Context: an optimization exercise on an open-source flow, tuned for small area, a short achievable clock period and few clock cycles per item. The choices shown serve that exercise and are no tape-out recipe. In this exercise RTL edits were held to simulation tests only and were not proved equivalent to the original.

==> inputs of run C <==
## date_difference_days_top
module date_difference_days_top #(
  parameter int unsigned YEAR_MAX = 9999
) (
  input  logic                      clk_i,
  input  logic                      rst_ni,
  input  logic                      valid_i,
  output logic                      stall_o,
  input  logic [dd_pkg::DAY_W-1:0]   first_day_i,
  input  logic [dd_pkg::MONTH_W-1:0] first_month_i,
  input  logic [dd_pkg::YEAR_W-1:0]  first_year_i,
  input  logic [dd_pkg::DAY_W-1:0]   second_day_i,
  input  logic [dd_pkg::MONTH_W-1:0] second_month_i,
  input  logic [dd_pkg::YEAR_W-1:0]  second_year_i,
  output logic                      valid_o,
  input  logic                      stall_i,
  output logic [dd_pkg::DIFF_W-1:0]  day_difference_o
);
  logic [1:0] valid_q;
  logic       adv;
  logic       hit;
  logic [3:0] flags_d, flags_q;
  assign flags_d = {second_year_i > 14'd9999, second_year_i == 14'd0,
                     first_year_i > 14'd9999, first_year_i == 14'd0};
  assign hit = (flags_d == flags_q);
  always_ff @(posedge clk_i or negedge rst_ni) begin
    if (!rst_ni) begin
      flags_q <= 4'd0;
  ...
==> flow/config.mk <==
export PLATFORM = sky130hd
export DESIGN_NAME = date_difference_days_top
export DESIGN_NICKNAME = date_difference_days_top
export VERILOG_FILES = /design/flow/design.v
export SDC_FILE = /design/flow/constraint.sdc
export NUM_CORES = 4
export LEC_CHECK = 0
export CAP_MARGIN = 5
export CORE_MARGIN = 2
export CORE_UTILIZATION = 70
export CTS_BUF_LIST = sky130_fd_sc_hd__clkbuf_8
export GPL_ROUTABILITY_DRIVEN = 0
export GPL_TIMING_DRIVEN = 0
export SETUP_SLACK_MARGIN = 1.5
export SLEW_MARGIN = 5
export SYNTH_HIERARCHICAL = 1
export SYNTH_MINIMUM_KEEP_SIZE = 0
==> flow/constraint.sdc <==
create_clock -name core_clock -period 5.5 [get_ports {clk_i}]
set_input_delay 1.1000 -clock core_clock [delete_from_list [all_inputs] [get_ports {clk_i}]]
set_output_delay 1.1000 -clock core_clock [all_outputs]
set_load 0.01 [all_outputs]
standard.sh (not shown) runs the stock make flow with config.mk's settings and CLKGATE_MAP_FILE= SYNTH_SCRIPT=/design/flow/synth_recipe.tcl, a recipe that flattens the netlist after the stock synthesis.
==> flow/flow/run.sh <==
#!/bin/bash
# Standard layout, with the port buffers made of sky130_fd_sc_hd__buf_2 cells instead of the
# buffer_ports default. All output goes to flow.log in the work folder.
set -o pipefail
export BUFFER_PORTS_ARGS="-buffer_cell sky130_fd_sc_hd__buf_2"
bash standard.sh > flow.log 2>&1
==> inputs of run E, as changes to run C <==
Settings changed: CAP_MARGIN 5 to 20, SLEW_MARGIN 5 to 20, TNS_END_PERCENT set to 30.
==> notes <==
- Run C passed the timing, DRC and antenna checks. Run E completed without violations.
- In die area, run E and run C do not differ.
- In run E the maximum frequency is higher than in run C, by 0.68%.
- In flip-flop and latch count, run E and run C do not differ.
- In area after synthesis, run C and run E do not differ.
- In register-to-register slack, run C and run E hardly differ.
- In run E the clock skew is lower than in run C, by 0.0033 ns.
==> figures <==
Met3 routed WL: run E 874 µm; run C 1.02 mm
Final-layout worst hold slack: run E 0.478 ns; run C 0.485 ns
Status: run E no timing/DRC/antenna violations; run C no timing/DRC/antenna violations
Area growth from synthesis to final layout: run E 8.61%; run C 8.20%
DP Wirelength: run E 16.7 mm; run C 16.4 mm
Layout cells sized above 1: run E 12.7%; run C 13.2%
Grt met3 use: run E 3.95%; run C 4.89%
Drt first-iter violations: run E 354; run C 369
Worst path max stage delay: run E 0.37 ns; run C 0.38 ns
Placement-stage worst setup slack: run E 1.24 ns; run C 1.25 ns
Sum of routed wire segments on met1: run E 8.75 mm; run C 8.61 mm
Number of standard cells in the final layout excluding fillers: run E 1207; run C 1208
Clock-cell share of area: run E 2.07%; run C 1.61%
Total via count after detailed routing: run E 6784; run C 6799
Testbench counts of run C, summed over its fixed seeds: cycles 12,016, items 12,000.
Testbench counts of run E, summed over its fixed seeds: cycles 12,016, items 12,000.


==> wip/yarrow <==
date_difference_days_top, a different RTL version from the one above (not shown whole).
Settings: LEC_CHECK=0, CAP_MARGIN=20, CORE_MARGIN=2, CORE_UTILIZATION=70, CTS_BUF_LIST=sky130_fd_sc_hd__clkbuf_8, GPL_ROUTABILITY_DRIVEN=0, GPL_TIMING_DRIVEN=0, SETUP_SLACK_MARGIN=1.7, SLEW_MARGIN=20, SYNTH_HIERARCHICAL=1, SYNTH_MINIMUM_KEEP_SIZE=0; clock period 5.5 ns.
Scripts as last shown in full above: flow/flow/run.sh
==> inputs of wip/lagoon, as changes to wip/yarrow <==
--- a/flow/config.mk
+++ b/flow/config.mk
@@ -12,5 +12,5 @@
 export GPL_ROUTABILITY_DRIVEN = 0
 export GPL_TIMING_DRIVEN = 0
-export SETUP_SLACK_MARGIN = 1.7
+export SETUP_SLACK_MARGIN = 1.6
 export SLEW_MARGIN = 20
 export SYNTH_HIERARCHICAL = 1
==> notes.md <==
Between wip/yarrow and wip/lagoon, the lower count of clock-buffer cells in the layout is in wip/yarrow (gap 2).
Against wip/lagoon, the cell area of wip/yarrow is higher by about 2%.
Against wip/yarrow, the non-clock buffer count of wip/lagoon is lower by 13.
In wip/lagoon the register-to-register slack is higher than in wip/yarrow, by 0.03 ns.
In wip/yarrow the hold slack is lower than in wip/lagoon, by 0.0014 ns.
Of wip/lagoon and wip/yarrow, wip/yarrow has the higher critical path depth (gap 1).
Synthesized area is the same in wip/yarrow and wip/lagoon.
==> figures <==
|  | wip/yarrow | wip/lagoon |
|---|---|---|
| Total stage count of the critical path | 14 | 13 |
| Largest stage delay, worst path | 0.59 ns | 0.53 ns |
| Placed standard-cell area | 0.0113 sq mm | 0.0113 sq mm |
| Met2 track utilization from global routing | 0.464 | 0.451 |
| Signed area change from the synthesized netlist to the final layout | 13.8% | 11.5% |
| Share of cells above drive strength 1 | 0.199 | 0.177 |
| Setup slack of the most critical reg-to-reg path | 1.68 ns | 1.71 ns |
| Finished Cell Area | 0.0121 sq mm | 0.0118 sq mm |
| Total routing resource utilization after global routing | 0.274 | 0.275 |
| Register share of the cell area | 0.251 | 0.256 |
| First-pass iteration count of the detailed router | 5 | 6 |
| Fraction of area in multi-input gates | 0.595 | 0.602 |
| GRT met1 Usage | 0.374 | 0.387 |
| Outcome | no timing/DRC/antenna violations | no timing/DRC/antenna violations |
| Final clock skew | 0.0132 ns | 0.0164 ns |
| CTS resizes | 29 | 24 |
Testbench counts of wip/yarrow, summed over its fixed seeds: cycles 12,016, items 12,000.
Testbench counts of wip/lagoon, summed over its fixed seeds: cycles 12,016, items 12,000.

==> afterwards: timing with drivers on the ports <==
The results above use ideal ports. As a check the final layouts listed here were re-extracted and re-timed, cells and wires unchanged.
Step 1 assumes that a clkbuf_16 drives the clock port and a buf_2 every other input.
Step 2, shift: input delay + t, output delay - t, t = (earliest + latest rising clock arrival at the registers) / 2. This alone moves slack from input paths to output paths.
Three values: ideal ports, drivers, drivers and shift; two values: the first two.
run | t (ns) | setup WS [ns] | worst hold slack (ns) | latest minus earliest clock arrival (ns) | worst slew at a driven data input, ns
run C | 0.423 | 1.583 / 1.546 / 1.275 | 0.485 / 0.485 / 0.485 | 0.016 / 0.017 | 0.04
run E | 0.412 | 1.610 / 1.575 / 1.240 | 0.478 / 0.478 / 0.478 | 0.013 / 0.013 | 0.04
wip/yarrow | 0.418 | 1.523 / 1.495 / 1.076 | 0.495 / 0.495 / 0.495 | 0.014 / 0.013 | 0.06
wip/lagoon | 0.421 | 1.587 / 1.568 / 1.158 | 0.497 / 0.494 / 0.497 | 0.016 / 0.017 | 0.06
After both steps setup and hold are still met in every run listed. For wip/yarrow, which loses most, drivers alone change the setup slack by -0.028 ns; drivers and shift together by -0.447 ns.
